This design comes from an exercise in tuning for small area, a short achievable clock period and few clock cycles per item on the open sky130 flow, not from production work. Where RTL was checked, it was by simulation tests only, not by an equivalence proof against the original. Function not checked in run 1: the RTL went through the layout flow alone.

==> flow/design.v (outline; a module is shown in full before it is edited, if it fits) <==
// module dct8_stream: 2719 lines
// module dct_fa: 10 lines
// module dct_ha: 9 lines
// module dct_cpa: 12 lines
// module dct_addsub: 14 lines
// module dct_carry: 11 lines
// module dct_carry_ci: 12 lines
// module dct_sum: 9 lines
// module dct_sum_co: 10 lines
// module dct_csel: 13 lines
module dct8_stream #(
    parameter int IN_W        = 8,
    parameter int OUT_W       = 14,
    parameter int LEVEL_SHIFT = 0
) (
    input  logic                    clk,
    input  logic                    rst,
    input  logic                    en,
    input  logic                    in_valid,
    output logic                    in_ready,
    input  logic [IN_W-1:0]         x0,
    input  logic [IN_W-1:0]         x1,
    input  logic [IN_W-1:0]         x2,
    input  logic [IN_W-1:0]         x3,
    input  logic [IN_W-1:0]         x4,
    input  logic [IN_W-1:0]         x5,
    input  logic [IN_W-1:0]         x6,
    input  logic [IN_W-1:0]         x7,
    output logic                    out_valid,
    input  logic                    out_ready,
    output logic signed [OUT_W-1:0] y0,
    output logic signed [OUT_W-1:0] y1,
    output logic signed [OUT_W-1:0] y2,
    output logic signed [OUT_W-1:0] y3,
    output logic signed [OUT_W-1:0] y4,
    output logic signed [OUT_W-1:0] y5,
    output logic signed [OUT_W-1:0] y6,
    output logic signed [OUT_W-1:0] y7
);
  // ...
==> flow/flow/run.sh <==
#!/bin/bash
# Standard ORFS layout, with repair_timing aiming below the clock period.
set -euo pipefail
bash standard.sh SETUP_SLACK_MARGIN=${MARGIN:-7} finish > standard_flow.log 2>&1
==> flow/standard.sh <==
#!/bin/bash
# synth_recipe.tcl (not shown) runs the flow's synth.tcl, then flattens the netlist and writes it again
# the make line also repeats each setting of config.mk as NAME=value (left out here)
make -C /OpenROAD-flow-scripts/flow DESIGN_CONFIG=/design/flow/config.mk WORK_HOME=/design/flow/orfs CLKGATE_MAP_FILE= SYNTH_SCRIPT=/design/flow/synth_recipe.tcl "${@:-finish}"
==> flow/config.mk <==
export PLATFORM = sky130hd
export DESIGN_NAME = dct8_stream
export DESIGN_NICKNAME = dct8_stream
export VERILOG_FILES = /design/flow/design.v
export SDC_FILE = /design/flow/constraint.sdc
export NUM_CORES = 4
export LEC_CHECK = 0
export CAP_MARGIN = 20
export CORE_MARGIN = 2
export CORE_UTILIZATION = 50
export SLEW_MARGIN = 20
export SYNTH_HIERARCHICAL = 1
==> flow/constraint.sdc <==
create_clock -name core_clock -period 12.0 [get_ports {clk}]
set_input_delay 2.4000 -clock core_clock [delete_from_list [all_inputs] [get_ports {clk}]]
set_output_delay 2.4000 -clock core_clock [all_outputs]
set_load 0.01 [all_outputs]
==> flow_summary.ini, run 1 <==
[worst_setup_path]
crit_path_cell_trace = buf_6, fa_1, fa_2, buf_6, fa_1, fa_1, fa_1, fa_1, inv_2, fa_2, a21o_4, a31oi_4, o21bai_1, xor2_1, and4_1, xor2_1
startpoint = a0_r[3]
reg2reg_slack_ns = 6.32
cp_max_fo = 4

[logic_synthesis]
synth_seq_area_share = 0.175
synth_edf_count = 152
syn_avg_cell_area_sq_um = 12.1
yosysWarnings = 19

[global_routing]
grt_overflow = 0
met3_usage = 0.0360
grtUsageMet1 = 0.341
grt_max_degree = 74

[placement]
place_ws_ns = 5.98

[clock_network]
clockBufferDepth = 3
htreeDepth = 1

[finish]
largest_register_ffs = 80
seqAreaFraction = 0.136
instances_no_fill = 4210
drive_above_1_share = 0.264
diodes = 0
multi_input_area_share = 0.645
area_growth_pct = 28.5
layout_commonest_cell = fa_1

[routing]
via_per_inst = 5.35
ant_nets = 0
topRoutingLayerUsed = met4

[sta]
rsz0062_at_grt = yes
tightest_slew_ns = 1.05
hold_viol_final = 0
setup_violations = 0
clock_skew_ns = 0.0410

[outcome]
status = timing/DRC/antenna clean

[job]
drv_cap = 0

[min_path]
holdPathStages = 1

[floorplanning]
die_h_um = 264
==> inputs of run 2 (changes only) <==
--- a/flow/design.v
+++ b/flow/design.v
@@ -82,17 +82,17 @@
             a2_r <= a_n[2];
             a3_r <= a_n[3];
             b0_r <= b_n[0];
             b1_r <= b_n[1];
             b2_r <= b_n[2];
             b3_r <= b_n[3];
         end
     end
-    logic [9:0] yn [8];
+    logic [9:0] yv [8];
     logic s1;
     logic c2;
     logic s3;
     logic c4;
     logic s5;
     logic c6;
     logic s7;
     logic c8;
@@ -312,18 +312,18 @@
     logic s221;
     logic c222;
     logic s223;
     logic c224;
     logic s225;
     logic c226;
     logic s227;
     logic c228;
-    logic t0_cm, t0_cl;
-    logic [9:0] t0_y;
+    logic t0_cm, t0_cln, t0_clr, t0_c5n, t0_c5r;
+    logic [4:0] t0_u0n, t0_u0r, t0_u1n, t0_u1r;
     logic s229;
     logic c230;
     logic s231;
     logic c232;
     logic s233;
     logic c234;
     logic s235;
     logic c236;
@@ -492,18 +492,18 @@
     logic s399;
     logic c400;
     logic s401;
     logic c402;
     logic s403;
     logic c404;
     logic s405;
     logic c406;
-    logic t4_cm, t4_cl;
-    logic [9:0] t4_y;
+    logic t4_cm, t4_cln, t4_clr, t4_c5n, t4_c5r;
+    logic [4:0] t4_u0n, t4_u0r, t4_u1n, t4_u1r;
     logic s407;
     logic c408;
     logic s409;
     logic c410;
     logic s411;
     logic c412;
     logic s413;
     logic c414;
@@ -598,18 +598,18 @@
     logic s503;
     logic c504;
     logic s505;
     logic c506;
     logic s507;
     logic c508;
     logic s509;
     logic c510;
-    logic t2_cm, t2_cl;
-    logic [9:0] t2_y;
+    logic t2_cm, t2_cln, t2_clr, t2_c5n, t2_c5r;
+    logic [4:0] t2_u0n, t2_u0r, t2_u1n, t2_u1r;
     logic s511;
     logic c512;
     logic s513;
     logic c514;
     logic s515;
     logic c516;
     logic s517;
     logic c518;
@@ -702,18 +702,18 @@
     logic s605;
     logic c606;
     logic s607;
     logic c608;
     logic s609;
     logic c610;
     logic s611;
     logic c612;
-    logic t6_cm, t6_cl;
-    logic [9:0] t6_y;
+    logic t6_cm, t6_cln, t6_clr, t6_c5n, t6_c5r;
+    logic [4:0] t6_u0n, t6_u0r, t6_u1n, t6_u1r;
     logic s613;
     logic c614;
     logic s615;
     logic c616;
     logic s617;
     logic c618;
     logic s619;
     logic c620;
@@ -962,18 +962,18 @@
     logic s863;
     logic c864;
     logic s865;
     logic c866;
     logic s867;
     logic c868;
     logic s869;
     logic c870;
-    logic t1_cm, t1_cl;
-    logic [9:0] t1_y;
+    logic t1_cm, t1_cln, t1_clr, t1_c5n, t1_c5r;
+    logic [4:0] t1_u0n, t1_u0r, t1_u1n, t1_u1r;
     logic s871;
     logic c872;
     logic s873;
     logic c874;
     logic s875;
     logic c876;
     logic s877;
     logic c878;
@@ -1230,18 +1230,18 @@
     logic s1129;
     logic c1130;
     logic s1131;
     logic c1132;
     logic s1133;
     logic c1134;
     logic s1135;
     logic c1136;
-    logic t3_cm, t3_cl;
-    logic [9:0] t3_y;
+    logic t3_cm, t3_cln, t3_clr, t3_c5n, t3_c5r;
+    logic [4:0] t3_u0n, t3_u0r, t3_u1n, t3_u1r;
     logic s1137;
     logic c1138;
     logic s1139;
     logic c1140;
     logic s1141;
     logic c1142;
     logic s1143;
     logic c1144;
@@ -1506,18 +1506,18 @@
     logic s1403;
     logic c1404;
     logic s1405;
     logic c1406;
     logic s1407;
     logic c1408;
     logic s1409;
     logic c1410;
-    logic t5_cm, t5_cl;
-    logic [9:0] t5_y;
+    logic t5_cm, t5_cln, t5_clr, t5_c5n, t5_c5r;
+    logic [4:0] t5_u0n, t5_u0r, t5_u1n, t5_u1r;
     logic s1411;
     logic c1412;
     logic s1413;
     logic c1414;
     logic s1415;
     logic c1416;
     logic s1417;
     logic c1418;
@@ -1774,18 +1774,18 @@
     logic s1669;
     logic c1670;
     logic s1671;
     logic c1672;
     logic s1673;
     logic c1674;
     logic s1675;
     logic c1676;
-    logic t7_cm, t7_cl;
-    logic [9:0] t7_y;
+    logic t7_cm, t7_cln, t7_clr, t7_c5n, t7_c5r;
+    logic [4:0] t7_u0n, t7_u0r, t7_u1n, t7_u1r;
     dct_ha us1 (.a(a0_r[0]), .b(a1_r[0]), .s(s1), .co(c2));
     dct_fa us3 (.a(a0_r[1]), .b(a1_r[1]), .c(a2_r[1]), .s(s3), .co(c4));
     dct_fa us5 (.a(a0_r[2]), .b(a1_r[2]), .c(a2_r[2]), .s(s5), .co(c6));
     dct_fa us7 (.a(a0_r[3]), .b(a1_r[3]), .c(a2_r[3]), .s(s7), .co(c8));
     dct_fa us9 (.a(a0_r[4]), .b(a1_r[4]), .c(a2_r[4]), .s(s9), .co(c10));
     dct_fa us11 (.a(a0_r[5]), .b(a1_r[5]), .c(a2_r[5]), .s(s11), .co(c12));
     dct_fa us13 (.a(a0_r[6]), .b(a1_r[6]), .c(a2_r[6]), .s(s13), .co(c14));
     dct_fa us15 (.a(a0_r[7]), .b(a1_r[7]), .c(a2_r[7]), .s(s15), .co(c16));
@@ -1897,18 +1897,19 @@
     dct_fa us215 (.a(s151), .b(~s183), .c(c182), .s(s215), .co(c216));
     dct_fa us217 (.a(~c152), .b(s185), .c(c184), .s(s217), .co(c218));
     dct_fa us219 (.a(c156), .b(s187), .c(~c186), .s(s219), .co(c220));
     dct_fa us221 (.a(c160), .b(s189), .c(~c188), .s(s221), .co(c222));
     dct_fa us223 (.a(c162), .b(s191), .c(c190), .s(s223), .co(c224));
     dct_fa us225 (.a(~s193), .b(c36), .c(c192), .s(s225), .co(c226));
     dct_ha us227 (.a(1'b1), .b(c194), .s(s227), .co(c228));
     dct_carry #(.W(5)) ut0cm (.a({s199, s197, s23, s21, s1}), .b({c198, c196, s195, c20, s19}), .co(t0_cm));
-    dct_carry_ci #(.W(4)) ut0cl (.a({~s207, s205, s203, s201}), .b({c206, c204, c202, c200}), .ci(t0_cm), .co(t0_cl));
-    dct_csel #(.W(10)) ut0s (.a({s227, s225, s223, s221, ~s219, s217, ~s215, ~s213, ~s211, s209}), .b({c226, c224, c222, ~c220, c218, ~c216, ~c214, ~c212, c210, ~c208}), .ci(t0_cl), .y(t0_y));
+    dct_carry_ci #(.W(4)) ut0cl (.a({~s207, s205, s203, s201}), .b({c206, c204, c202, c200}), .ci(t0_cm), .co(t0_cln));
+    dct_sum_co #(.W(5)) ut0u0 (.a({s217, ~s215, ~s213, ~s211, s209}), .b({~c216, ~c214, ~c212, c210, ~c208}), .y(t0_u0n), .co(t0_c5n));
+    dct_sum #(.W(5)) ut0u1 (.a({s227, s225, s223, s221, ~s219}), .b({c226, c224, c222, ~c220, c218}), .y(t0_u1n));
     assign s229 = s55 ^ s37;
     assign c230 = s55 & ~s37;
     dct_fa us231 (.a(c56), .b(s37), .c(c54), .s(s231), .co(c232));
     dct_ha us233 (.a(c72), .b(c68), .s(s233), .co(c234));
     dct_fa us235 (.a(c56), .b(c70), .c(c58), .s(s235), .co(c236));
     dct_ha us237 (.a(c56), .b(c54), .s(s237), .co(c238));
     assign s239 = c56 ^ s37;
     assign c240 = c56 | s37;
@@ -1999,18 +2000,19 @@
     dct_fa us393 (.a(c320), .b(~s361), .c(c360), .s(s393), .co(c394));
     dct_fa us395 (.a(c326), .b(~s363), .c(c362), .s(s395), .co(c396));
     dct_fa us397 (.a(c330), .b(~s365), .c(c364), .s(s397), .co(c398));
     dct_fa us399 (.a(c334), .b(s367), .c(c366), .s(s399), .co(c400));
     dct_fa us401 (.a(~s339), .b(s369), .c(c368), .s(s401), .co(c402));
     dct_fa us403 (.a(c340), .b(~s371), .c(c370), .s(s403), .co(c404));
     dct_ha us405 (.a(c54), .b(c372), .s(s405), .co(c406));
     dct_carry #(.W(5)) ut4cm (.a({s377, s375, s59, s57, s37}), .b({c376, c374, ~s373, c56, s55}), .co(t4_cm));
-    dct_carry_ci #(.W(4)) ut4cl (.a({s385, s383, s381, s379}), .b({c384, c382, c380, c378}), .ci(t4_cm), .co(t4_cl));
-    dct_csel #(.W(10)) ut4s (.a({s405, s403, s401, s399, ~s397, s395, ~s393, ~s391, ~s389, s387}), .b({c404, c402, c400, ~c398, c396, ~c394, ~c392, ~c390, c388, c386}), .ci(t4_cl), .y(t4_y));
+    dct_carry_ci #(.W(4)) ut4cl (.a({s385, s383, s381, s379}), .b({c384, c382, c380, c378}), .ci(t4_cm), .co(t4_cln));
+    dct_sum_co #(.W(5)) ut4u0 (.a({s395, ~s393, ~s391, ~s389, s387}), .b({~c394, ~c392, ~c390, c388, c386}), .y(t4_u0n), .co(t4_c5n));
+    dct_sum #(.W(5)) ut4u1 (.a({s405, s403, s401, s399, ~s397}), .b({c404, c402, c400, ~c398, c396}), .y(t4_u1n));
     dct_ha us407 (.a(d0[0]), .b(d1[7]), .s(s407), .co(c408));
     dct_ha us409 (.a(d0[1]), .b(d1[8]), .s(s409), .co(c410));
     dct_ha us411 (.a(d0[2]), .b(d1[3]), .s(s411), .co(c412));
     dct_ha us413 (.a(d0[9]), .b(d0[3]), .s(s413), .co(c414));
     dct_fa us415 (.a(d0[3]), .b(d0[1]), .c(d1[0]), .s(s415), .co(c416));
     dct_fa us417 (.a(d0[7]), .b(d1[5]), .c(d0[6]), .s(s417), .co(c418));
     assign s419 = d0[4] ^ d0[2];
     assign c420 = d0[4] | d0[2];
@@ -2060,18 +2062,19 @@
     dct_fa us499 (.a(~c440), .b(s469), .c(c468), .s(s499), .co(c500));
     dct_fa us501 (.a(c444), .b(s471), .c(~c470), .s(s501), .co(c502));
     dct_fa us503 (.a(c446), .b(s473), .c(c472), .s(s503), .co(c504));
     dct_fa us505 (.a(c450), .b(~s475), .c(c474), .s(s505), .co(c506));
     dct_fa us507 (.a(~d1[9]), .b(c476), .c(s477), .s(s507), .co(c508));
     assign s509 = d0[9] ^ c478;
     assign c510 = ~d0[9] & c478;
     dct_carry #(.W(6)) ut2cm (.a({s483, s481, d1[1], d0[2], d0[1], d0[0]}), .b({c482, ~c480, s479, d1[0], 1'b0, 1'b0}), .co(t2_cm));
-    dct_carry_ci #(.W(4)) ut2cl (.a({s491, ~s489, s487, ~s485}), .b({~c490, c488, ~c486, c484}), .ci(t2_cm), .co(t2_cl));
-    dct_csel #(.W(10)) ut2s (.a({1'b1, ~s509, s507, s505, s503, s501, ~s499, ~s497, ~s495, ~s493}), .b({c510, c508, c506, c504, c502, ~c500, ~c498, ~c496, ~c494, c492}), .ci(t2_cl), .y(t2_y));
+    dct_carry_ci #(.W(4)) ut2cl (.a({s491, ~s489, s487, ~s485}), .b({~c490, c488, ~c486, c484}), .ci(t2_cm), .co(t2_cln));
+    dct_sum_co #(.W(5)) ut2u0 (.a({s501, ~s499, ~s497, ~s495, ~s493}), .b({~c500, ~c498, ~c496, ~c494, c492}), .y(t2_u0n), .co(t2_c5n));
+    dct_sum #(.W(5)) ut2u1 (.a({1'b1, ~s509, s507, s505, s503}), .b({c510, c508, c506, c504, c502}), .y(t2_u1n));
     dct_ha us511 (.a(d0[1]), .b(d1[9]), .s(s511), .co(c512));
     dct_fa us513 (.a(d0[8]), .b(d0[2]), .c(d1[7]), .s(s513), .co(c514));
     dct_ha us515 (.a(d0[3]), .b(d1[8]), .s(s515), .co(c516));
     dct_ha us517 (.a(d0[4]), .b(d1[7]), .s(s517), .co(c518));
     dct_ha us519 (.a(d1[3]), .b(d1[1]), .s(s519), .co(c520));
     dct_fa us521 (.a(d0[5]), .b(d1[4]), .c(d1[2]), .s(s521), .co(c522));
     assign s523 = d0[1] ^ d1[7];
     assign c524 = d0[1] | d1[7];
@@ -2120,18 +2123,19 @@
     dct_fa us601 (.a(~c544), .b(s571), .c(c570), .s(s601), .co(c602));
     dct_fa us603 (.a(~c548), .b(s573), .c(c572), .s(s603), .co(c604));
     dct_fa us605 (.a(c550), .b(~s575), .c(c574), .s(s605), .co(c606));
     dct_fa us607 (.a(c554), .b(s577), .c(c576), .s(s607), .co(c608));
     dct_fa us609 (.a(d0[8]), .b(~c578), .c(s579), .s(s609), .co(c610));
     assign s611 = d1[9] ^ c580;
     assign c612 = d1[9] & ~c580;
     dct_carry #(.W(6)) ut6cm (.a({s585, s583, ~d1[3], d0[0], ~d1[1], d1[0]}), .b({c584, c582, s581, ~d1[2], ~d1[0], 1'b0}), .co(t6_cm));
-    dct_carry_ci #(.W(4)) ut6cl (.a({s593, s591, s589, s587}), .b({c592, c590, c588, c586}), .ci(t6_cm), .co(t6_cl));
-    dct_csel #(.W(10)) ut6s (.a({1'b1, ~s611, s609, s607, ~s605, ~s603, ~s601, ~s599, ~s597, ~s595}), .b({c612, c610, c608, ~c606, ~c604, ~c602, ~c600, ~c598, ~c596, c594}), .ci(t6_cl), .y(t6_y));
+    dct_carry_ci #(.W(4)) ut6cl (.a({s593, s591, s589, s587}), .b({c592, c590, c588, c586}), .ci(t6_cm), .co(t6_cln));
+    dct_sum_co #(.W(5)) ut6u0 (.a({~s603, ~s601, ~s599, ~s597, ~s595}), .b({~c602, ~c600, ~c598, ~c596, c594}), .y(t6_u0n), .co(t6_c5n));
+    dct_sum #(.W(5)) ut6u1 (.a({1'b1, ~s611, s609, s607, ~s605}), .b({c612, c610, c608, ~c606, ~c604}), .y(t6_u1n));
     dct_fa us613 (.a(b0_r[8]), .b(b0_r[0]), .c(b1_r[6]), .s(s613), .co(c614));
     dct_ha us615 (.a(b1_r[2]), .b(b1_r[0]), .s(s615), .co(c616));
     dct_fa us617 (.a(b0_r[6]), .b(b1_r[3]), .c(b1_r[1]), .s(s617), .co(c618));
     dct_fa us619 (.a(b1_r[4]), .b(b1_r[2]), .c(b1_r[0]), .s(s619), .co(c620));
     dct_fa us621 (.a(b2_r[6]), .b(b2_r[0]), .c(b3_r[3]), .s(s621), .co(c622));
     dct_fa us623 (.a(b1_r[8]), .b(b1_r[5]), .c(b1_r[3]), .s(s623), .co(c624));
     dct_fa us625 (.a(b1_r[1]), .b(b2_r[7]), .c(b2_r[1]), .s(s625), .co(c626));
     dct_fa us627 (.a(b0_r[8]), .b(b0_r[5]), .c(b0_r[3]), .s(s627), .co(c628));
@@ -2255,18 +2259,19 @@
     dct_fa us857 (.a(~s775), .b(c818), .c(s819), .s(s857), .co(c858));
     dct_fa us859 (.a(~c776), .b(s821), .c(c820), .s(s859), .co(c860));
     dct_fa us861 (.a(c780), .b(s823), .c(c822), .s(s861), .co(c862));
     dct_fa us863 (.a(c784), .b(s825), .c(c824), .s(s863), .co(c864));
     dct_fa us865 (.a(c788), .b(s827), .c(c826), .s(s865), .co(c866));
     dct_fa us867 (.a(~c792), .b(s829), .c(c828), .s(s867), .co(c868));
     dct_fa us869 (.a(c794), .b(~s831), .c(c830), .s(s869), .co(c870));
     dct_carry #(.W(8)) ut1cm (.a({s845, ~s843, s841, ~s839, s837, s835, s795, ~b1_r[0]}), .b({~c844, c842, ~c840, c838, c836, c834, ~s833, ~b0_r[0]}), .co(t1_cm));
-    dct_carry_ci #(.W(4)) ut1cl (.a({~s853, ~s851, ~s849, ~s847}), .b({~c852, ~c850, ~c848, c846}), .ci(t1_cm), .co(t1_cl));
-    dct_csel #(.W(10)) ut1s (.a({1'b1, ~c832, s869, s867, s865, s863, s861, s859, s857, s855}), .b({1'b0, c870, c868, c866, c864, c862, c860, c858, c856, ~c854}), .ci(t1_cl), .y(t1_y));
+    dct_carry_ci #(.W(4)) ut1cl (.a({~s853, ~s851, ~s849, ~s847}), .b({~c852, ~c850, ~c848, c846}), .ci(t1_cm), .co(t1_cln));
+    dct_sum_co #(.W(5)) ut1u0 (.a({s863, s861, s859, s857, s855}), .b({c862, c860, c858, c856, ~c854}), .y(t1_u0n), .co(t1_c5n));
+    dct_sum #(.W(5)) ut1u1 (.a({1'b1, ~c832, s869, s867, s865}), .b({1'b0, c870, c868, c866, c864}), .y(t1_u1n));
     dct_fa us871 (.a(b0_r[6]), .b(b0_r[4]), .c(b0_r[0]), .s(s871), .co(c872));
     dct_ha us873 (.a(b0_r[2]), .b(b0_r[0]), .s(s873), .co(c874));
     dct_ha us875 (.a(b0_r[3]), .b(b0_r[1]), .s(s875), .co(c876));
     dct_fa us877 (.a(b0_r[4]), .b(b0_r[2]), .c(b0_r[0]), .s(s877), .co(c878));
     dct_fa us879 (.a(b1_r[0]), .b(b2_r[4]), .c(b2_r[2]), .s(s879), .co(c880));
     dct_fa us881 (.a(b0_r[8]), .b(b0_r[5]), .c(b0_r[3]), .s(s881), .co(c882));
     dct_fa us883 (.a(b0_r[1]), .b(b1_r[1]), .c(b2_r[8]), .s(s883), .co(c884));
     dct_fa us885 (.a(b2_r[5]), .b(b2_r[3]), .c(b3_r[4]), .s(s885), .co(c886));
@@ -2398,18 +2403,19 @@
     dct_fa us1123 (.a(s1043), .b(~s1085), .c(c1084), .s(s1123), .co(c1124));
     dct_fa us1125 (.a(~c1044), .b(c1086), .c(s1087), .s(s1125), .co(c1126));
     dct_fa us1127 (.a(~c1048), .b(s1089), .c(c1088), .s(s1127), .co(c1128));
     dct_fa us1129 (.a(~c1052), .b(s1091), .c(c1090), .s(s1129), .co(c1130));
     dct_fa us1131 (.a(~c1056), .b(s1093), .c(c1092), .s(s1131), .co(c1132));
     dct_fa us1133 (.a(b0_r[8]), .b(~s1095), .c(c1094), .s(s1133), .co(c1134));
     dct_ha us1135 (.a(c1062), .b(c1096), .s(s1135), .co(c1136));
     dct_carry #(.W(8)) ut3cm (.a({s1109, ~s1107, s1105, s1103, ~s1101, ~s1099, ~b3_r[0], ~b0_r[0]}), .b({~c1108, c1106, c1104, ~c1102, ~c1100, ~c1098, s1097, ~b2_r[0]}), .co(t3_cm));
-    dct_carry_ci #(.W(4)) ut3cl (.a({s1117, s1115, s1113, ~s1111}), .b({c1116, c1114, ~c1112, c1110}), .ci(t3_cm), .co(t3_cl));
-    dct_csel #(.W(10)) ut3s (.a({1'b1, s1135, ~s1133, ~s1131, ~s1129, ~s1127, ~s1125, s1123, s1121, s1119}), .b({c1136, ~c1134, ~c1132, ~c1130, ~c1128, ~c1126, c1124, c1122, c1120, c1118}), .ci(t3_cl), .y(t3_y));
+    dct_carry_ci #(.W(4)) ut3cl (.a({s1117, s1115, s1113, ~s1111}), .b({c1116, c1114, ~c1112, c1110}), .ci(t3_cm), .co(t3_cln));
+    dct_sum_co #(.W(5)) ut3u0 (.a({~s1127, ~s1125, s1123, s1121, s1119}), .b({~c1126, c1124, c1122, c1120, c1118}), .y(t3_u0n), .co(t3_c5n));
+    dct_sum #(.W(5)) ut3u1 (.a({1'b1, s1135, ~s1133, ~s1131, ~s1129}), .b({c1136, ~c1134, ~c1132, ~c1130, ~c1128}), .y(t3_u1n));
     dct_fa us1137 (.a(b0_r[4]), .b(b0_r[1]), .c(b1_r[6]), .s(s1137), .co(c1138));
     dct_ha us1139 (.a(b0_r[5]), .b(b0_r[2]), .s(s1139), .co(c1140));
     dct_ha us1141 (.a(b0_r[4]), .b(b1_r[2]), .s(s1141), .co(c1142));
     dct_ha us1143 (.a(b0_r[5]), .b(b1_r[3]), .s(s1143), .co(c1144));
     dct_fa us1145 (.a(b0_r[0]), .b(b1_r[4]), .c(b1_r[2]), .s(s1145), .co(c1146));
     dct_fa us1147 (.a(b2_r[3]), .b(b3_r[4]), .c(b3_r[2]), .s(s1147), .co(c1148));
     dct_fa us1149 (.a(b0_r[7]), .b(b0_r[1]), .c(b1_r[8]), .s(s1149), .co(c1150));
     dct_fa us1151 (.a(b1_r[5]), .b(b1_r[3]), .c(b2_r[4]), .s(s1151), .co(c1152));
@@ -2546,18 +2552,19 @@
     dct_fa us1399 (.a(~c1316), .b(s1361), .c(c1360), .s(s1399), .co(c1400));
     dct_fa us1401 (.a(c1320), .b(s1363), .c(c1362), .s(s1401), .co(c1402));
     dct_fa us1403 (.a(c1324), .b(s1365), .c(c1364), .s(s1403), .co(c1404));
     dct_fa us1405 (.a(c1328), .b(~s1367), .c(c1366), .s(s1405), .co(c1406));
     dct_fa us1407 (.a(c1332), .b(s1369), .c(~c1368), .s(s1407), .co(c1408));
     assign s1409 = c1334 ^ c1370;
     assign c1410 = ~c1334 & c1370;
     dct_carry #(.W(8)) ut5cm (.a({s1383, s1381, s1379, ~s1377, s1375, ~s1373, ~b0_r[0], ~b1_r[0]}), .b({c1382, c1380, ~c1378, c1376, ~c1374, ~c1372, s1371, ~b3_r[0]}), .co(t5_cm));
-    dct_carry_ci #(.W(4)) ut5cl (.a({s1391, s1389, ~s1387, s1385}), .b({c1390, ~c1388, c1386, c1384}), .ci(t5_cm), .co(t5_cl));
-    dct_csel #(.W(10)) ut5s (.a({1'b1, ~s1409, s1407, s1405, s1403, s1401, s1399, s1397, s1395, s1393}), .b({c1410, c1408, c1406, c1404, c1402, c1400, c1398, c1396, c1394, c1392}), .ci(t5_cl), .y(t5_y));
+    dct_carry_ci #(.W(4)) ut5cl (.a({s1391, s1389, ~s1387, s1385}), .b({c1390, ~c1388, c1386, c1384}), .ci(t5_cm), .co(t5_cln));
+    dct_sum_co #(.W(5)) ut5u0 (.a({s1401, s1399, s1397, s1395, s1393}), .b({c1400, c1398, c1396, c1394, c1392}), .y(t5_u0n), .co(t5_c5n));
+    dct_sum #(.W(5)) ut5u1 (.a({1'b1, ~s1409, s1407, s1405, s1403}), .b({c1410, c1408, c1406, c1404, c1402}), .y(t5_u1n));
     dct_ha us1411 (.a(b0_r[7]), .b(b0_r[2]), .s(s1411), .co(c1412));
     dct_fa us1413 (.a(b0_r[3]), .b(b1_r[3]), .c(b2_r[4]), .s(s1413), .co(c1414));
     dct_ha us1415 (.a(b2_r[2]), .b(b2_r[0]), .s(s1415), .co(c1416));
     dct_fa us1417 (.a(b1_r[4]), .b(b2_r[8]), .c(b2_r[5]), .s(s1417), .co(c1418));
     dct_fa us1419 (.a(b2_r[3]), .b(b2_r[1]), .c(b3_r[8]), .s(s1419), .co(c1420));
     dct_ha us1421 (.a(b3_r[5]), .b(b3_r[3]), .s(s1421), .co(c1422));
     dct_fa us1423 (.a(b0_r[0]), .b(b1_r[8]), .c(b1_r[5]), .s(s1423), .co(c1424));
     dct_fa us1425 (.a(b2_r[6]), .b(b2_r[4]), .c(b2_r[2]), .s(s1425), .co(c1426));
@@ -2688,39 +2695,71 @@
     dct_fa us1665 (.a(c1584), .b(c1626), .c(~s1627), .s(s1665), .co(c1666));
     dct_fa us1667 (.a(c1588), .b(s1629), .c(~c1628), .s(s1667), .co(c1668));
     dct_fa us1669 (.a(c1592), .b(s1631), .c(c1630), .s(s1669), .co(c1670));
     dct_fa us1671 (.a(c1596), .b(~s1633), .c(c1632), .s(s1671), .co(c1672));
     dct_fa us1673 (.a(~c1600), .b(s1635), .c(c1634), .s(s1673), .co(c1674));
     assign s1675 = c1602 ^ c1636;
     assign c1676 = c1602 & ~c1636;
     dct_carry #(.W(8)) ut7cm (.a({s1649, s1647, s1645, s1643, ~s1641, ~s1639, ~b3_r[1], ~b2_r[0]}), .b({c1648, c1646, c1644, ~c1642, ~c1640, ~c1638, s1637, ~b3_r[0]}), .co(t7_cm));
-    dct_carry_ci #(.W(4)) ut7cl (.a({s1657, ~s1655, ~s1653, s1651}), .b({~c1656, ~c1654, c1652, c1650}), .ci(t7_cm), .co(t7_cl));
-    dct_csel #(.W(10)) ut7s (.a({1'b1, ~s1675, ~s1673, s1671, s1669, s1667, s1665, s1663, s1661, s1659}), .b({c1676, ~c1674, c1672, c1670, c1668, c1666, c1664, c1662, c1660, c1658}), .ci(t7_cl), .y(t7_y));
-    assign yn[0] = t0_y;
-    assign yn[1] = t1_y;
-    assign yn[2] = t2_y;
-    assign yn[3] = t3_y;
-    assign yn[4] = t4_y;
-    assign yn[5] = t5_y;
-    assign yn[6] = t6_y;
-    assign yn[7] = t7_y;
-    logic [9:0] yr [8];
+    dct_carry_ci #(.W(4)) ut7cl (.a({s1657, ~s1655, ~s1653, s1651}), .b({~c1656, ~c1654, c1652, c1650}), .ci(t7_cm), .co(t7_cln));
+    dct_sum_co #(.W(5)) ut7u0 (.a({s1667, s1665, s1663, s1661, s1659}), .b({c1666, c1664, c1662, c1660, c1658}), .y(t7_u0n), .co(t7_c5n));
+    dct_sum #(.W(5)) ut7u1 (.a({1'b1, ~s1675, ~s1673, s1671, s1669}), .b({c1676, ~c1674, c1672, c1670, c1668}), .y(t7_u1n));
     always_ff @(posedge clk) begin
-        if (en & r3)
-            for (int i = 0; i < 8; i++) yr[i] <= yn[i];
+        if (en & r3) begin
+            t0_u0r <= t0_u0n;
+            t0_u1r <= t0_u1n;
+            t0_c5r <= t0_c5n;
+            t0_clr <= t0_cln;
+            t4_u0r <= t4_u0n;
+            t4_u1r <= t4_u1n;
+            t4_c5r <= t4_c5n;
+            t4_clr <= t4_cln;
+            t2_u0r <= t2_u0n;
+            t2_u1r <= t2_u1n;
+            t2_c5r <= t2_c5n;
+            t2_clr <= t2_cln;
+            t6_u0r <= t6_u0n;
+            t6_u1r <= t6_u1n;
+            t6_c5r <= t6_c5n;
+            t6_clr <= t6_cln;
+            t1_u0r <= t1_u0n;
+            t1_u1r <= t1_u1n;
+            t1_c5r <= t1_c5n;
+            t1_clr <= t1_cln;
+            t3_u0r <= t3_u0n;
+            t3_u1r <= t3_u1n;
+            t3_c5r <= t3_c5n;
+            t3_clr <= t3_cln;
+            t5_u0r <= t5_u0n;
+            t5_u1r <= t5_u1n;
+            t5_c5r <= t5_c5n;
+            t5_clr <= t5_cln;
+            t7_u0r <= t7_u0n;
+            t7_u1r <= t7_u1n;
+            t7_c5r <= t7_c5n;
+            t7_clr <= t7_cln;
+        end
     end
-    assign y0 = {4'd0, yr[0]};
-    assign y1 = {{4{yr[1][9]}}, yr[1]};
-    assign y2 = {{4{yr[2][9]}}, yr[2]};
-    assign y3 = {{4{yr[3][9]}}, yr[3]};
-    assign y4 = {{4{yr[4][9]}}, yr[4]};
-    assign y5 = {{4{yr[5][9]}}, yr[5]};
-    assign y6 = {{4{yr[6][9]}}, yr[6]};
-    assign y7 = {{4{yr[7][9]}}, yr[7]};
+    dct_out ut0o (.u0(t0_u0r), .u1(t0_u1r), .c5(t0_c5r), .cl(t0_clr), .y(yv[0]));
+    dct_out ut1o (.u0(t1_u0r), .u1(t1_u1r), .c5(t1_c5r), .cl(t1_clr), .y(yv[1]));
+    dct_out ut2o (.u0(t2_u0r), .u1(t2_u1r), .c5(t2_c5r), .cl(t2_clr), .y(yv[2]));
+    dct_out ut3o (.u0(t3_u0r), .u1(t3_u1r), .c5(t3_c5r), .cl(t3_clr), .y(yv[3]));
+    dct_out ut4o (.u0(t4_u0r), .u1(t4_u1r), .c5(t4_c5r), .cl(t4_clr), .y(yv[4]));
+    dct_out ut5o (.u0(t5_u0r), .u1(t5_u1r), .c5(t5_c5r), .cl(t5_clr), .y(yv[5]));
+    dct_out ut6o (.u0(t6_u0r), .u1(t6_u1r), .c5(t6_c5r), .cl(t6_clr), .y(yv[6]));
+    dct_out ut7o (.u0(t7_u0r), .u1(t7_u1r), .c5(t7_c5r), .cl(t7_clr), .y(yv[7]));
+    assign y0 = {4'd0, yv[0]};
+    assign y1 = {{4{yv[1][9]}}, yv[1]};
+    assign y2 = {{4{yv[2][9]}}, yv[2]};
+    assign y3 = {{4{yv[3][9]}}, yv[3]};
+    assign y4 = {{4{yv[4][9]}}, yv[4]};
+    assign y5 = {{4{yv[5][9]}}, yv[5]};
+    assign y6 = {{4{yv[6][9]}}, yv[6]};
+    assign y7 = {{4{yv[7][9]}}, yv[7]};
 endmodule
 module dct_fa (
     input  logic a,
     input  logic b,
     input  logic c,
     output logic s,
     output logic co
 );
@@ -2799,21 +2838,19 @@
 ) (
     input  logic [W-1:0] a,
     input  logic [W-1:0] b,
     output logic [W-1:0] y,
     output logic         co
 );
     assign {co, y} = {1'b0, a} + {1'b0, b};
 endmodule
-module dct_csel #(
-    parameter int W = 10
-) (
-    input  logic [W-1:0] a,
-    input  logic [W-1:0] b,
-    input  logic         ci,
-    output logic [W-1:0] y
+module dct_out (
+    input  logic [4:0] u0,
+    input  logic [4:0] u1,
+    input  logic       c5,
+    input  logic       cl,
+    output logic [9:0] y
 );
-    logic [W-1:0] s0, s1;
-    assign s0 = a + b;
-    assign s1 = a + b + W'(1);
-    assign y  = ci ? s1 : s0;
+    logic [5:0] l;
+    assign l = {1'b0, u0} + {5'b0, cl};
+    assign y = {u1 + {4'b0, c5} + {4'b0, l[5]}, l[4:0]};
 endmodule
==> flow/flow/run.sh (replaced) <==
#!/bin/bash
# Standard ORFS layout, with repair_timing aiming below the clock period.
set -euo pipefail
bash standard.sh SETUP_SLACK_MARGIN=${MARGIN:-7.6} finish > standard_flow.log 2>&1
==> run 2 against run 1 <==
  * Still clean on timing, DRC and antenna
  * Final area down 3.8%
  * Wire length down 8.2%
  * Fmax increased by 16%
  * Sequential share of layout area is 1.7 points higher
  * Setup slack improved by 0.78 ns
  * Largest cell class unchanged
==> flow_summary.ini, run 2 <==
[logic_synthesis]
ys_ff_latch = 235
yosysWarnings = 16
yosys-top-cells-area = fa_1, edfxtp_1, ha_1
synth_edf_count = 168
yosysMostFrequentCell = fa_1
synth_top_area_share = 0.443
synth_cell_types = 54
netlist_area_sq_mm = 0.0340
synth_area_leader_cell = fa_1
syn_avg_cell_area_sq_um = 12.4
synth_seq_area_share = 0.188
synth_common_cells = fa_1, inv_1, ha_1
ys.flop_type = edfxtp_1
netlist_instances = 2743
async_reset_ff_frac = 0

[global_routing]
antenna_found_initial = 4
grt_overflow = 0
grt_first_pass_wirelength_um = 133000
track_usage = 0.249
grt_pass1_vias = 23900
grt_max_degree = 73

[sta]
max_freq_ghz = 0.204
period_minus_slack_ns = 4.89
maxSlewViolCount = 0
whs_ns = 0.491
tightest_slew_ns = 0.980
setup_tns_ns = 0
hold_viol_final = 0
rsz0062_at_grt = yes
finalCritPeriodShare = 0.408
relSlewSlack = 0.347
setup_violations = 0
clock_skew_ns = 0.0148

[worst_setup_path]
required_ns = 9.60
crit_path_cell_trace = ha_2, and3_4, nand3_2, fa_2, inv_2, ha_4, nand3_4, xnor2_4, buf_2
cp-start-kind = flip-flop
crit_type = flip-flop to output pin
critical_path_arrival_ns = 2.49
crit_slowest_cell = fa_2
cp_max_fo = 5
slowest_delay_ns = 0.38
cp-end-kind = output pin

[finish]
area_growth_pct = 22.6
drive_above_1_share = 0.246
num-fill-cells = 5313
final_cell_mix = fa_1, inv_1, ha_1
regMostFlops = sk
nNetsFinal = 4392
largest_register_ffs = 64
layout_commonest_cell = fa_1

[routing]
met3WireLength_um = 3780
ant_nets = 0
wl_met2_um = 43500
dr.pass1.iters = 4
wl_per_cell_um = 20.5
topRoutingLayerUsed = met5
drt-met1-wl_um = 33700
wirelength_um = 83900
route.vias.total = 21100
via_per_inst = 5.16
drc = 0
initialDrtViolationCount = 852

[floorplanning]
die_w_um = 265
die_h_um = 265
rows = 95
core_sq_mm = 0.0673
initial_core_util = 0.505
die-area_sq_mm = 0.0701
io_pins = 183

[clock_network]
path_clk_slew_ns = 0.06
htreeDepth = 1
cts_buffers = 30
cts_sinks = 235
clockBufferDepth = 3
insertion_delay_ns = 0.59
cts-root-buf = clkbuf_16
cts_tree = built

[placement]
place_congestion = 0.896
hpwl_um = 64200
portBuffers = 178

[min_path]
hold_class = flip-flop to flip-flop

[outcome]
status = timing/DRC/antenna clean

[job]
drv_cap = 0
[run 2: logic make-up after synthesis]
| family | count (synthesis) | synth area share |
|---|---|---|
| other | 2 | 0.000221 |
| adders and majority gates | 1127 | 0.581 |
| DFF | 235 | 0.188 |
| and+or+nand+nor | 212 | 0.0318 |
| buffers and inverters | 669 | 0.0784 |
| AOI/OAI and AO/OA | 280 | 0.0577 |
| xor gates and xnor gates | 150 | 0.0404 |
| muxes | 68 | 0.0224 |
[run 2: critical path: cells and delay by family, from the launching register on]
kind | cells | cell delay, ns
fa+ha+maj | 3 | 0.73
flops | 1 | 0.34
simple gates | 3 | 0.37
xor+xnor | 1 | 0.22
buf+inv | 2 | 0.25
[run 2: cell type report]
cell class	count	area, sq um	area share
Multi-Input combinational cell	1855	26600	0.638
Timing Repair Buffer	444	4120	0.0990
Clock inverter	6	90.1	0.00216
Sequential cell	235	6390	0.153
Inverter	630	2390	0.0573
Tap cell	873	1090	0.0262
Clock buffer	50	992	0.0238
Antenna cell	2	5.00	0.000120
[run 2: timing repair]
item | CTS | global route
setup endpoints to repair | 239 | 206
pin swaps | 110 | 108
cloned | 0 | 1
resized for setup | 548 | 200
hold buffers | 0 | 0
setup buffers | 106 | 119
[run 2: layer usage]
| layer | global-route usage | vias up |
|---|---|---|
| met4 | 0.0760 | 2 |
| li1 | - | 9593 |
| met3 | 0.0370 | 138 |
| met5 | 0 | - |
| met1 | 0.315 | 11000 |
| met2 | 0.444 | 447 |
[run 2: modules after synthesis, one instance, submodules excluded, a selection]
module,cells,flip-flops and latches,times used
dct_ha,1,0,69
dct_out,19,0,8
dct_fa,1,0,719
dct8_stream,879,235,1
[run 2: final timing paths]
path / start / to / slack, ns / depth (start not counted)
setup / recovery: t6_u0r[0] / y6[9] / 7.11 / 9
hold / removal: sk[7][4] / sk[7][4] / 0.49 / 1
setup reg to reg: a1_r[1] / t4_u0r[4] / 7.19 / 15
hold reg to reg: sk[7][4] / sk[7][4] / 0.49 / 1
[run 2: metrics by stage]
| step | utilization | cells | setup slack [ns] | area (sq um) |
|---|---|---|---|---|
| after floorplan | - | 2758 | 7.23 | 34500 |
| after global placement | 0.556 | 3811 | 6.77 | 37400 |
| after detailed placement | 0.556 | 3811 | 6.70 | 37400 |
| after CTS | 0.595 | 3973 | 7.01 | 40000 |
| after global routing | 0.619 | 4095 | 6.97 | 41700 |
| final | 0.619 | 4095 | 7.11 | 41700 |
Testbench counts of run 2, summed over its fixed seeds: cycles 1,040, items 1,024.
==> inputs of run 3 (changes only) <==
==> flow/flow/run.sh (replaced) <==
#!/bin/bash
# Standard ORFS layout, with repair_timing aiming below the clock period.
set -euo pipefail
bash standard.sh SETUP_SLACK_MARGIN=${MARGIN:-7} finish > standard_flow.log 2>&1
==> run 3 against run 2 <==
  * Still clean
  * Critical path type unchanged
  * Non-clock buffer count shrank 135
  * Sequential share of layout area grew 0.91 points
  * First-iteration DRC count grew 17%
==> flow_summary.ini, run 3 <==
[routing]
wirelength_um = 80000
wl_per_cell_um = 20.2
ant_nets = 0
drt-met1-wl_um = 31100
topRoutingLayerUsed = met4
route.vias.total = 20700
dr.pass1.iters = 7
initialDrtViolationCount = 995
wl_met2_um = 43100
drc = 0
via_per_inst = 5.22
met3WireLength_um = 3040

[sta]
hold_viol_final = 0
tightest_slew_ns = 1.05
period_minus_slack_ns = 5.02
finalWorstSetupSlack_ns = 6.98
clock_skew_ns = 0.0298
setup_tns_ns = 0
maxSlewViolCount = 0
max_freq_ghz = 0.199
finalCritPeriodShare = 0.418
setup_violations = 0
rsz0062_at_grt = yes
relSlewSlack = 0.297
whs_ns = 0.494

[logic_synthesis]
synth_edf_count = 168
ys_ff_latch = 235
synth_top_area_share = 0.443
synth_cell_types = 54
yosys-top-cells-area = fa_1, edfxtp_1, ha_1
ys.flop_type = edfxtp_1
yosysWarnings = 16
syn_avg_cell_area_sq_um = 12.4
synth_seq_area_share = 0.188
synth_common_cells = fa_1, inv_1, ha_1
yosysMostFrequentCell = fa_1
netlist_instances = 2743
async_reset_ff_frac = 0
netlist_area_sq_mm = 0.0340
synth_area_leader_cell = fa_1

[floorplanning]
io_pins = 183
die-area_sq_mm = 0.0701
die_h_um = 265
core_sq_mm = 0.0673
rows = 95
initial_core_util = 0.505
die_w_um = 265

[clock_network]
cts-root-buf = clkbuf_16
path_clk_slew_ns = 0.07
clockBufferDepth = 3
cts_buffers = 31
cts_tree = built
htreeDepth = 1
cts_sinks = 235
cts_hold_buf = 0
insertion_delay_ns = 0.63

[finish]
final_util = 0.585
drive_above_1_share = 0.142
diodes = 0
area_growth_pct = 15.8
num-fill-cells = 5530
final_cell_mix = fa_1, inv_1, ha_1
fin_area_sq_mm = 0.0394
largest_register_ffs = 64
layout_commonest_cell = fa_1
regMostFlops = sk
nNetsFinal = 4257

[worst_setup_path]
critical_path_arrival_ns = 2.62
cp_max_fo = 4
cp-start-kind = flip-flop
cp-end-kind = output pin
reg2reg_slack_ns = 7.07
crit_type = flip-flop to output pin
required_ns = 9.60

[global_routing]
grt_pass1_vias = 23800
grt_overflow = 0
grt_max_degree = 74
track_usage = 0.240
grt_first_pass_wirelength_um = 129000
antenna_found_initial = 0

[placement]
hpwl_um = 63000
place_ws_ns = 6.54
portBuffers = 178
place_congestion = 0.913
place_area_sq_mm = 0.0370

[min_path]
hold_class = flip-flop to flip-flop

[outcome]
status = timing/DRC/antenna clean

[job]
drv_cap = 0
run 3: cell counts after synthesis:
No cell type changed its count.
run 3: metrics by stage:
stage / std cells
floorplan: 2758
global placement: 3816
detailed placement: 3816
CTS: 3901
global route: 3957
finish: 3957
run 3: layout make-up:
class / count / area (sq um) / share of cell area
multi-input combinational: 1854 / 25700 / 0.653
clock buffer: 42 / 936 / 0.0238
tap: 873 / 1090 / 0.0278
inverter: 630 / 2370 / 0.0603
timing repair buffer: 309 / 2720 / 0.0691
clock inverter: 14 / 131 / 0.00334
sequential: 235 / 6390 / 0.162
run 3: path summary, 6_finish.rpt:
kind / start / endpoint / cells after the start
setup / recovery: t4_u0r[0] / y4[11] / 11
hold / removal: sk[3][0] / sk[3][0] / 1
setup reg to reg: a0_r[4] / t0_u0r[4] / 12
hold reg to reg: sk[3][0] / sk[3][0] / 1
run 3: per-module statistics from Yosys (local to each module, per instance), excerpt:
module / cell area [sq um] / cells inside / flops+latches / copies in the design
dct_fa: 20.0 / 1 / 0 / 719
dct_ha: 12.5 / 1 / 0 / 69
dct8_stream: 9880 / 879 / 235 / 1
dct_out: 166 / 19 / 0 / 8
run 3: critical path, stage by stage (launching register included):
cell,delay (ns)
edfxtp_1,0.34
ha_2,0.18
and3_4,0.21
nand3_4,0.08
fa_2,0.37
inv_2,0.07
ha_4,0.14
nand3_4,0.10
xnor2_4,0.15
buf_6,0.14
buf_6,0.11
buf_6,0.11
run 3: logic make-up (layout without fill, tap and decap cells):
kind of cell	Yosys count	after routing	synth area share
AND/OR/NAND/NOR	212	212	0.0318
XOR/XNOR	150	150	0.0404
buffers and inverters	669	995	0.0784
multiplexers	68	68	0.0224
adder cells (fa/ha/maj)	1127	1127	0.581
other	2	17	0.000221
AO/OA/AOI/OAI	280	280	0.0577
flip-flops	235	235	0.188
run 3: per-layer routing:
metal / GRT usage / vias to the layer above
li1: - / 9312
met1: 0.295 / 10800
met2: 0.441 / 400
met3: 0.0318 / 149
met4: 0.0710 / 0
met5: 0 / -
run 3: repair_timing:
| item | 4_1_cts | 5_1_grt |
|---|---|---|
| endpoints found under the setup margin | 76 | 71 |
| resized for setup | 249 | 87 |
| pin swaps | 27 | 43 |
| setup buffers | 29 | 56 |
| endpoints found under the hold margin | 0 | 0 |

-- afterwards: timing with drivers on the ports --
Ports are ideal in the flow. The routed layouts listed here were re-timed in OpenROAD. Step 1: set_driving_cell puts a clkbuf_16 on clk and a buf_2 on each other input, an assumption about the parent block. Step 2 adds t to the input delays and takes it off the output delays; t is the mean of the earliest and latest rising clock arrival at the registers after step 1. Input paths then give back, and output paths get back, about the clock's delay inside the block. Three values: ideal, step 1, step 2; two values: the first two.
run | shift t [ns] | setup WS [ns] | worst hold slack (ns) | worst setup path at the end | slew at the worst register clock pin (ns)
run 1 | 0.636 | 6.322 / 6.322 / 6.322 | 0.499 / 0.499 / 0.499 | register to register | 0.07 / 0.07
run 2 | 0.639 | 7.106 / 7.047 / 7.095 | 0.491 / 0.491 / 0.491 | input to register | 0.06 / 0.06
run 3 | 0.673 | 6.981 / 6.922 / 7.031 | 0.494 / 0.494 / 0.494 | input to register | 0.07 / 0.07
After both steps every run listed still meets setup and hold. For run 2, which loses most, drivers alone change the setup slack by -0.059 ns; drivers and shift together by -0.011 ns.
